This design comes from an exercise in tuning for small area, a short achievable clock period and few clock cycles per item on the open sky130 flow, not from production work.
Where RTL was checked, it was by simulation tests only, not by an equivalence proof against the original.

==> job 7683 <==
==> flow/design.v <==
package audio_pkg;
    typedef logic signed [15:0] sample_t;    
    typedef struct packed {
        sample_t left;                       
        sample_t right;
    } stereo_t;
    typedef logic [$clog2(16)-1:0] win_idx_t;
    typedef struct packed {
        logic first;                         
        logic last;                          
    } frame_tag_t;
    typedef struct packed {
        logic     slot;
        win_idx_t index;
        stereo_t  data;
    } buf_wr_t;
    localparam logic [16*16-1:0] hann_coef = {
        16'd1247,  16'd4799,  16'd10114, 16'd16384,
        16'd22654, 16'd27969, 16'd31522, 16'd32768,
        16'd31522, 16'd27969, 16'd22654, 16'd16384,
        16'd10114, 16'd4799,  16'd1247,  16'd0
    };
endpackage
package sdram_pkg;
    typedef logic [23-1:0] mem_addr_t;    
    typedef logic [31:0]              mem_data_t;    
    typedef struct packed {
        logic      read;
        logic      write;
        mem_addr_t addr;
        mem_data_t writedata;                        
    } mem_req_t;
endpackage
module pitch_mul_a (
    input  logic [15:0] x,
    input  logic [3:0]  cidx,
    output logic [15:0] s,
    output logic [15:0] c,
    output logic        cin
);
    logic [30:0] xs, nx;
    logic [30:0] r0, r1, r2, r3, r4, k, rt;
    always_comb begin
        xs = {{15{x[15]}}, x};
        nx = ~xs;
        r0 = '0; r1 = '0; r2 = '0; r3 = '0; r4 = '0; k = '0;
        rt = '0;
        case (cidx)
            4'd0: begin  end    
            4'd1: begin r0 = xs << 10; r1 = xs << 8; r2 = nx << 5; r3 = nx << 0; k = 31'd33; end    
            4'd2: begin r0 = xs << 12; r1 = xs << 10; r2 = nx << 8; r3 = nx << 6; r4 = nx << 0; k = 31'd321; end    
            4'd3: begin r0 = xs << 13; r1 = xs << 11; r2 = nx << 7; r3 = xs << 1; k = 31'd128; end    
            4'd4: begin r0 = xs << 14; end    
            4'd5: begin r0 = nx << 13; r1 = nx << 11; r2 = xs << 7; r3 = nx << 1; k = 31'd10242; rt = {xs[15:0], 15'd0}; end    
            4'd6: begin r0 = nx << 12; r1 = nx << 10; r2 = xs << 8; r3 = xs << 6; r4 = xs << 0; k = 31'd5120; rt = {xs[15:0], 15'd0}; end    
            4'd7: begin r0 = nx << 10; r1 = nx << 8; r2 = xs << 5; r3 = xs << 1; k = 31'd1280; rt = {xs[15:0], 15'd0}; end    
            4'd8: begin rt = {xs[15:0], 15'd0}; end    
            4'd9: begin r0 = nx << 10; r1 = nx << 8; r2 = xs << 5; r3 = xs << 1; k = 31'd1280; rt = {xs[15:0], 15'd0}; end    
            4'd10: begin r0 = nx << 12; r1 = nx << 10; r2 = xs << 8; r3 = xs << 6; r4 = xs << 0; k = 31'd5120; rt = {xs[15:0], 15'd0}; end    
            4'd11: begin r0 = nx << 13; r1 = nx << 11; r2 = xs << 7; r3 = nx << 1; k = 31'd10242; rt = {xs[15:0], 15'd0}; end    
            4'd12: begin r0 = xs << 14; end    
            4'd13: begin r0 = xs << 13; r1 = xs << 11; r2 = nx << 7; r3 = xs << 1; k = 31'd128; end    
            4'd14: begin r0 = xs << 12; r1 = xs << 10; r2 = nx << 8; r3 = nx << 6; r4 = nx << 0; k = 31'd321; end    
            4'd15: begin r0 = xs << 10; r1 = xs << 8; r2 = nx << 5; r3 = nx << 0; k = 31'd33; end    
        endcase
    end
    logic [30:0] t0, u0, m0;
    assign t0 = r0 ^ r1 ^ r2;
    assign m0 = (r0 & r1) | (r0 & r2) | (r1 & r2);
    assign u0 = {m0[29:0], 1'b0};
    logic [30:0] t1, u1, m1;
    assign t1 = r3 ^ r4 ^ k;
    assign m1 = (r3 & r4) | (r3 & k) | (r4 & k);
    assign u1 = {m1[29:0], 1'b0};
    logic [30:0] t2, u2, m2;
    assign t2 = t0 ^ u0 ^ t1;
    assign m2 = (t0 & u0) | (t0 & t1) | (u0 & t1);
    assign u2 = {m2[29:0], 1'b0};
    logic [30:0] t3, u3, m3;
    assign t3 = t2 ^ u2 ^ u1;
    assign m3 = (t2 & u2) | (t2 & u1) | (u2 & u1);
    assign u3 = {m3[29:0], 1'b0};
    logic [30:0] t4, u4, m4;
    assign t4 = t3 ^ u3 ^ rt;
    assign m4 = (t3 & u3) | (t3 & rt) | (u3 & rt);
    assign u4 = {m4[29:0], 1'b0};
    logic [15:0] lo_sum;
    assign lo_sum = {1'b0, t4[14:0]} + {1'b0, u4[14:0]};
    assign cin = lo_sum[15];
    assign s = t4[30:15];
    assign c = u4[30:15];
endmodule
module pitch_core (
    input  logic       i_clk,
    input  logic       reset,
    input  logic       start,
    input  sdram_pkg::mem_addr_t  src_addr,
    input  sdram_pkg::mem_addr_t  dst_addr,
    input  logic [3:0] speed,
    output logic       done,
    output sdram_pkg::mem_req_t   mem_req,
    input  sdram_pkg::mem_data_t  mem_readdata,
    input  logic       finished
);
    typedef sdram_pkg::mem_addr_t mem_addr_t;
    typedef enum logic [2:0] {S_IDLE, S_HDR, S_LEN, S_WALK, S_END, S_DONE} state_e;
    state_e      st;
    logic        hdr_first;
    logic [3:0]  h;
    logic        lt8;                
    logic        eq8;                
    logic [2:0]  step;               
    logic [2:0]  r;                  
    mem_addr_t   srcq;               
    mem_addr_t   dstq;               
    logic [23:0] lmh;                
    logic [23:0] remh;               
    mem_addr_t   wa;                 
    mem_addr_t   rp;                 
    logic [3:0]  d;                  
    logic        first;              
    logic [1:0]  nsh;                
    logic [31:0] lo, hi, nxt;
    logic        nxt_v;
    logic        nx_ok;              
    logic        nx_wrap;            
    logic [3:0]  nx_d;
    logic [2:0]  nx_inc;             
    logic        nx_sh;              
    logic [1:0]  cstep;
    logic [15:0] a_x;
    logic [3:0]  a_c;
    logic        a_v, a_last, a_ch, a_init;
    logic [15:0] qs, qc;
    logic        qcin;
    logic        q_v, q_last, q_ch, q_init;
    logic [15:0] acc_l, acc_r;
    logic [31:0] res;
    logic        res_v;
    mem_addr_t   res_addr;
    logic        req_rd, req_wr;
    mem_addr_t   req_addr;
    logic [31:0] req_wdata;
    assign mem_req = {req_rd, req_wr, req_addr, req_wdata};
    logic [4:0]  dsum;
    logic        wrap_d;
    logic [3:0]  dn_d;
    logic [2:0]  inc_d;
    always_comb begin
        if (lt8) begin
            wrap_d = (d >= h);
            dsum   = wrap_d ? {1'b0, d - h} : {1'b0, d} + {2'b0, step};
            inc_d  = step;
        end else begin
            dsum   = {1'b0, d} + {2'b0, step};
            wrap_d = (dsum >= {1'b0, h});
            if (wrap_d) dsum = dsum - {1'b0, h};
            inc_d  = wrap_d ? {2'b0, eq8} : step;
        end
        dn_d = dsum[3:0];
    end
    logic        chain_end, last_chain, pf_next;
    assign chain_end  = nx_wrap & remh[23];
    assign last_chain = ((r + 3'd1) == step);
    logic        chain_end_d;
    assign chain_end_d = wrap_d & remh[23];
    assign pf_next    = lt8 ? (!wrap_d || (!remh[23] && remh[22:3] != 20'd0)) : !chain_end_d;
    logic        has_out, pos_ok;
    logic [1:0]  c_last;
    logic        slot_ok, issue, issue_last, advance;
    logic        port_free, rd_fin, avail, fetched;
    logic [1:0]  need, nsh_after;
    logic        shift_now;
    logic        fin_now, wr_avail, rd_possible, want_cur, want_pf, wr_issue, rd_issue;
    mem_addr_t   rd_addr;
    assign has_out = (d[3] == 1'b0);
    assign pos_ok  = (st == S_WALK) && (nsh == 2'd0);
    assign c_last  = first ? 2'd1 : 2'd3;
    assign fin_now    = q_v && q_last;                   
    assign slot_ok    = !(a_v && a_last) && !fin_now && !res_v;
    assign issue      = pos_ok && has_out && ((cstep != c_last) || (slot_ok && nx_ok));
    assign issue_last = issue && (cstep == c_last);
    assign advance    = pos_ok && nx_ok && (!has_out || issue_last);
    assign port_free = !(req_rd | req_wr) | finished;
    assign rd_fin    = finished & req_rd & (st == S_WALK);
    assign avail     = nxt_v | rd_fin;
    assign fetched   = nxt_v | req_rd;
    always_comb begin
        if (!advance)       need = nsh;
        else if (chain_end) need = last_chain ? 2'd0 : (lt8 ? 2'd2 : 2'd1);
        else                need = {1'b0, nx_sh};
    end
    assign shift_now = (st == S_WALK) && (need != 2'd0) && avail;
    assign nsh_after = need - {1'b0, shift_now};
    assign wr_avail    = res_v || fin_now;
    assign rd_possible = (st == S_WALK) && !req_rd && !nxt_v;
    assign want_cur    = (nsh != 2'd0);
    assign want_pf     = pos_ok && (pf_next || (chain_end_d && !last_chain));
    assign wr_issue    = port_free && wr_avail && !(rd_possible && want_cur);
    assign rd_issue    = port_free && rd_possible && !wr_issue && (want_cur || want_pf);
    assign rd_addr     = (pos_ok && chain_end_d) ? srcq : rp;
    logic [15:0] x;
    logic [31:0] head, tail;
    logic [15:0] ms, mc;
    logic        mcin;
    always_comb begin
        head = lt8 ? lo : hi;
        tail = (lt8 | eq8) ? hi : lo;
        case (cstep)
            2'd0: x = head[31:16];
            2'd1: x = head[15:0];
            2'd2: x = tail[31:16];
            default: x = tail[15:0];
        endcase
    end
    pitch_mul_a i_mul (.x(a_x), .cidx(a_c), .s(ms), .c(mc), .cin(mcin));
    logic [15:0] acc_in, sum;
    logic [31:0] out_word;
    assign acc_in   = q_init ? 16'd0 : (q_ch ? acc_r : acc_l);
    assign sum      = acc_in + qs + qc + {15'd0, qcin};
    assign out_word = q_ch ? {acc_l, sum} : {sum, acc_r};
    always_ff @(posedge i_clk) begin
        if (reset) begin
            st            <= S_IDLE;
            done          <= 1'b0;
            req_rd  <= 1'b0;
            req_wr <= 1'b0;
            nsh           <= 2'd0;
            nxt_v         <= 1'b0;
            a_v           <= 1'b0;
            q_v           <= 1'b0;
            res_v         <= 1'b0;
        end else begin
            done <= 1'b0;
            a_v  <= issue;
            q_v  <= a_v;
            if (port_free) begin
                req_rd  <= 1'b0;
                req_wr <= 1'b0;
            end
            if (wr_issue) req_wr <= 1'b1;
            if (rd_issue) req_rd  <= 1'b1;
            if (st == S_WALK) nsh <= nsh_after;
            if (shift_now)   nxt_v <= 1'b0;
            else if (rd_fin) nxt_v <= 1'b1;
            if (fin_now && !wr_issue) res_v <= 1'b1;
            else if (wr_issue)        res_v <= 1'b0;
            case (st)
                S_IDLE: if (start) begin
                    req_rd <= 1'b1;
                    st           <= S_HDR;
                end
                S_HDR: if (finished) st <= S_LEN;
                S_LEN: begin
                    if (lmh[22:4] == 19'd0) begin
                        st <= S_END;
                    end else begin
                        nsh <= lt8 ? 2'd2 : 2'd1;
                        st  <= S_WALK;
                    end
                end
                S_WALK: if (advance && chain_end && last_chain) st <= S_END;
                S_END: begin
                    if (!a_v && !q_v && !res_v && (!req_wr || finished)) begin
                        done <= 1'b1;
                        st   <= S_DONE;
                    end
                end
                S_DONE: st <= S_IDLE;
                default: st <= S_IDLE;
            endcase
        end
    end
    always_ff @(posedge i_clk) begin
        a_x     <= x;
        a_c     <= {cstep[1], d[2:0]};
        a_ch    <= cstep[0];
        a_init  <= (cstep[1] == 1'b0) || (d == 4'd0);
        a_last  <= (cstep == c_last);
        qs      <= ms;
        qc      <= mc;
        qcin    <= mcin;
        q_ch    <= a_ch;
        q_init  <= a_init;
        q_last  <= a_last;
        nx_wrap <= wrap_d;
        nx_d    <= dn_d;
        nx_inc  <= inc_d;
        nx_sh   <= lt8 ? !wrap_d : 1'b1;
        nx_ok   <= 1'b1;
        if (shift_now) begin
            lo <= hi;
            hi <= nxt_v ? nxt : mem_readdata;
        end else if (rd_fin) begin
            nxt <= mem_readdata;
        end
        if (q_v) begin
            if (q_ch) acc_r <= sum;
            else      acc_l <= sum;
        end
        if (fin_now) res <= out_word;
        if (wr_issue) begin
            req_addr      <= res_addr;
            req_wdata <= res_v ? res : out_word;
        end
        if (rd_issue) begin
            req_addr <= rd_addr;
            rp           <= rd_addr + mem_addr_t'(step);
        end
        case (st)
            S_IDLE: begin
                srcq      <= src_addr;
                dstq      <= dst_addr;
                h         <= (speed == 4'd0) ? 4'd8 : speed;
                hdr_first <= 1'b1;
                req_addr <= src_addr;
            end
            S_HDR: begin
                hdr_first <= 1'b0;
                if (hdr_first) begin
                    srcq <= srcq + 1'b1;
                    dstq <= dstq + 1'b1;
                    lt8  <= (h < 4'd8);
                    eq8  <= (h == 4'd8);
                    step <= (h < 4'd8) ? 3'(4'd8 - h) : (h == 4'd8) ? 3'd1 : 3'(h - 4'd8);
                end
                lmh <= {1'b0, mem_readdata[31:9]};
            end
            S_LEN: begin
                lmh   <= lmh - 24'd16 - {20'd0, h};
                remh  <= lmh - 24'd16 - {20'd0, h};
                r     <= 3'd0;
                d     <= 4'd0;
                first <= 1'b1;
                wa    <= dstq;
                rp    <= srcq;
                srcq  <= srcq + 1'b1;
                dstq  <= dstq + 1'b1;
                cstep <= 2'd0;
                nx_ok <= 1'b0;
            end
            S_WALK: begin
                if (issue) cstep <= cstep + 2'd1;
                if (issue_last) res_addr <= wa;
                if (advance) begin
                    nx_ok <= 1'b0;
                    if (chain_end) begin
                        r     <= r + 3'd1;
                        d     <= {1'b0, r + 3'd1};
                        first <= 1'b1;
                        remh  <= lmh;
                        wa    <= dstq;
                        dstq  <= dstq + 1'b1;
                        srcq  <= srcq + 1'b1;
                        cstep <= 2'd0;
                        if (!fetched && !rd_issue) rp <= srcq;
                    end else begin
                        d  <= nx_d;
                        wa <= wa + mem_addr_t'(nx_inc);
                        if (nx_wrap) begin
                            first <= 1'b0;
                            remh  <= remh - {20'd0, h};
                        end
                        cstep <= (nx_d == 4'd0 && !(first && !nx_wrap)) ? 2'd2 : 2'd0;
                    end
                end
            end
            default: ;
        endcase
    end
endmodule
==> flow/flow/run.sh <==
#!/bin/bash
set -e
MARGIN=${MARGIN:-7}
bash standard.sh finish SETUP_SLACK_MARGIN=$MARGIN > standard.log 2>&1
==> flow/standard.sh <==
#!/bin/bash
# synth_recipe.tcl (not shown) runs the flow's synth.tcl, then flattens the netlist and writes it again
# the make line also repeats each setting of config.mk as NAME=value (left out here)
make -C /OpenROAD-flow-scripts/flow DESIGN_CONFIG=/design/flow/config.mk WORK_HOME=/design/flow/orfs CLKGATE_MAP_FILE= SYNTH_SCRIPT=/design/flow/synth_recipe.tcl "${@:-finish}"
==> flow/config.mk <==
export PLATFORM = sky130hd
export DESIGN_NAME = pitch_core
export DESIGN_NICKNAME = pitch_core
export VERILOG_FILES = /design/flow/design.v
export SDC_FILE = /design/flow/constraint.sdc
export NUM_CORES = 4
export LEC_CHECK = 0
export CAP_MARGIN = 20
export CORE_MARGIN = 2
export CORE_UTILIZATION = 40
export SETUP_SLACK_MARGIN = 5
export SLEW_MARGIN = 20
==> flow/constraint.sdc <==
create_clock -name core_clock -period 10.0 [get_ports {i_clk}]
set_input_delay 2.0000 -clock core_clock [delete_from_list [all_inputs] [get_ports {i_clk}]]
set_output_delay 2.0000 -clock core_clock [all_outputs]
set_load 0.01 [all_outputs]
==> inputs of job 1972, as changes to job 7683 <==
--- a/flow/design.v
+++ b/flow/design.v
@@ -164,5 +164,3 @@
     assign last_chain = ((r + 3'd1) == step);
-    logic        chain_end_d;
-    assign chain_end_d = wrap_d & remh[23];
-    assign pf_next    = lt8 ? (!wrap_d || (!remh[23] && remh[22:3] != 20'd0)) : !chain_end_d;
+    assign pf_next    = lt8 ? (nx_sh || (!remh[23] && remh[22:3] != 20'd0)) : !chain_end;
     logic        has_out, pos_ok;
@@ -197,6 +195,6 @@
     assign want_cur    = (nsh != 2'd0);
-    assign want_pf     = pos_ok && (pf_next || (chain_end_d && !last_chain));
+    assign want_pf     = pos_ok && nx_ok && (pf_next || (chain_end && !last_chain));
     assign wr_issue    = port_free && wr_avail && !(rd_possible && want_cur);
     assign rd_issue    = port_free && rd_possible && !wr_issue && (want_cur || want_pf);
-    assign rd_addr     = (pos_ok && chain_end_d) ? srcq : rp;
+    assign rd_addr     = (pos_ok && chain_end) ? srcq : rp;
     logic [15:0] x;
==> flow/run.sh (new file) <==
#!/bin/bash
# synth_recipe.tcl (not shown) runs the flow's synth.tcl, then flattens the netlist and writes it again
# the make line also repeats each setting of config.mk as NAME=value (left out here)
make -C /OpenROAD-flow-scripts/flow DESIGN_CONFIG=/design/flow/config.mk WORK_HOME=/design/flow/orfs CLKGATE_MAP_FILE= SYNTH_SCRIPT=/design/flow/synth_recipe.tcl finish
removed: flow/flow/run.sh
removed: flow/standard.sh
==> inputs of job 6123, as changes to job 7683 <==
==> flow/run.sh (new file) <==
#!/bin/bash
# synth_recipe.tcl (not shown) runs the flow's synth.tcl, then flattens the netlist and writes it again
# the make line also repeats each setting of config.mk as NAME=value (left out here)
make -C /OpenROAD-flow-scripts/flow DESIGN_CONFIG=/design/flow/config.mk WORK_HOME=/design/flow/orfs CLKGATE_MAP_FILE= SYNTH_SCRIPT=/design/flow/synth_recipe.tcl finish
removed: flow/flow/run.sh
removed: flow/standard.sh
==> run summary <==
The highest wire length belongs to job 7683, the lowest to job 1972.
Register-to-register slack: job 1972 is lower than job 7683 (0.44 ns).
The highest non-clock buffer count belongs to job 7683, the lowest to job 1972.
Maximum frequency: job 7683 > job 1972 > job 6123.
Testbench counts of job 7683, summed over its fixed seeds: cycles 107,727, words 16,960.
Testbench counts of job 6123, summed over its fixed seeds: cycles 107,727, words 16,960.
No functional check of the RTL was part of job 1972.

==> static timing again, ports no longer ideal <==
The results above use ideal ports. As a check the final layouts listed here were re-extracted and re-timed, cells and wires unchanged.
Step 1: set_driving_cell puts a clkbuf_16 on i_clk and a buf_2 on each other input, an assumption about the parent block.
Step 2 moves the port delays by t, midway between the first and last clock arrival at a register: inputs arrive t later, outputs are due t later. That takes back most of the time a late clock gives input paths.
Three values: ideal ports, drivers, drivers and shift; two values: the first two.
run	t, ns	setup WS [ns]	hold slack, ns
job 7683	0.681	5.553 / 5.553 / 5.553	0.326 / 0.326 / 0.326
job 1972	0.665	5.113 / 5.113 / 4.675	0.327 / 0.327 / 0.327
job 6123	0.663	5.113 / 5.113 / 4.613	0.324 / 0.324 / 0.324
After both steps every run listed still meets setup and hold. The setup slack of job 6123, which loses most, moves by 0.000 ns with the drivers and by -0.500 ns with both steps.
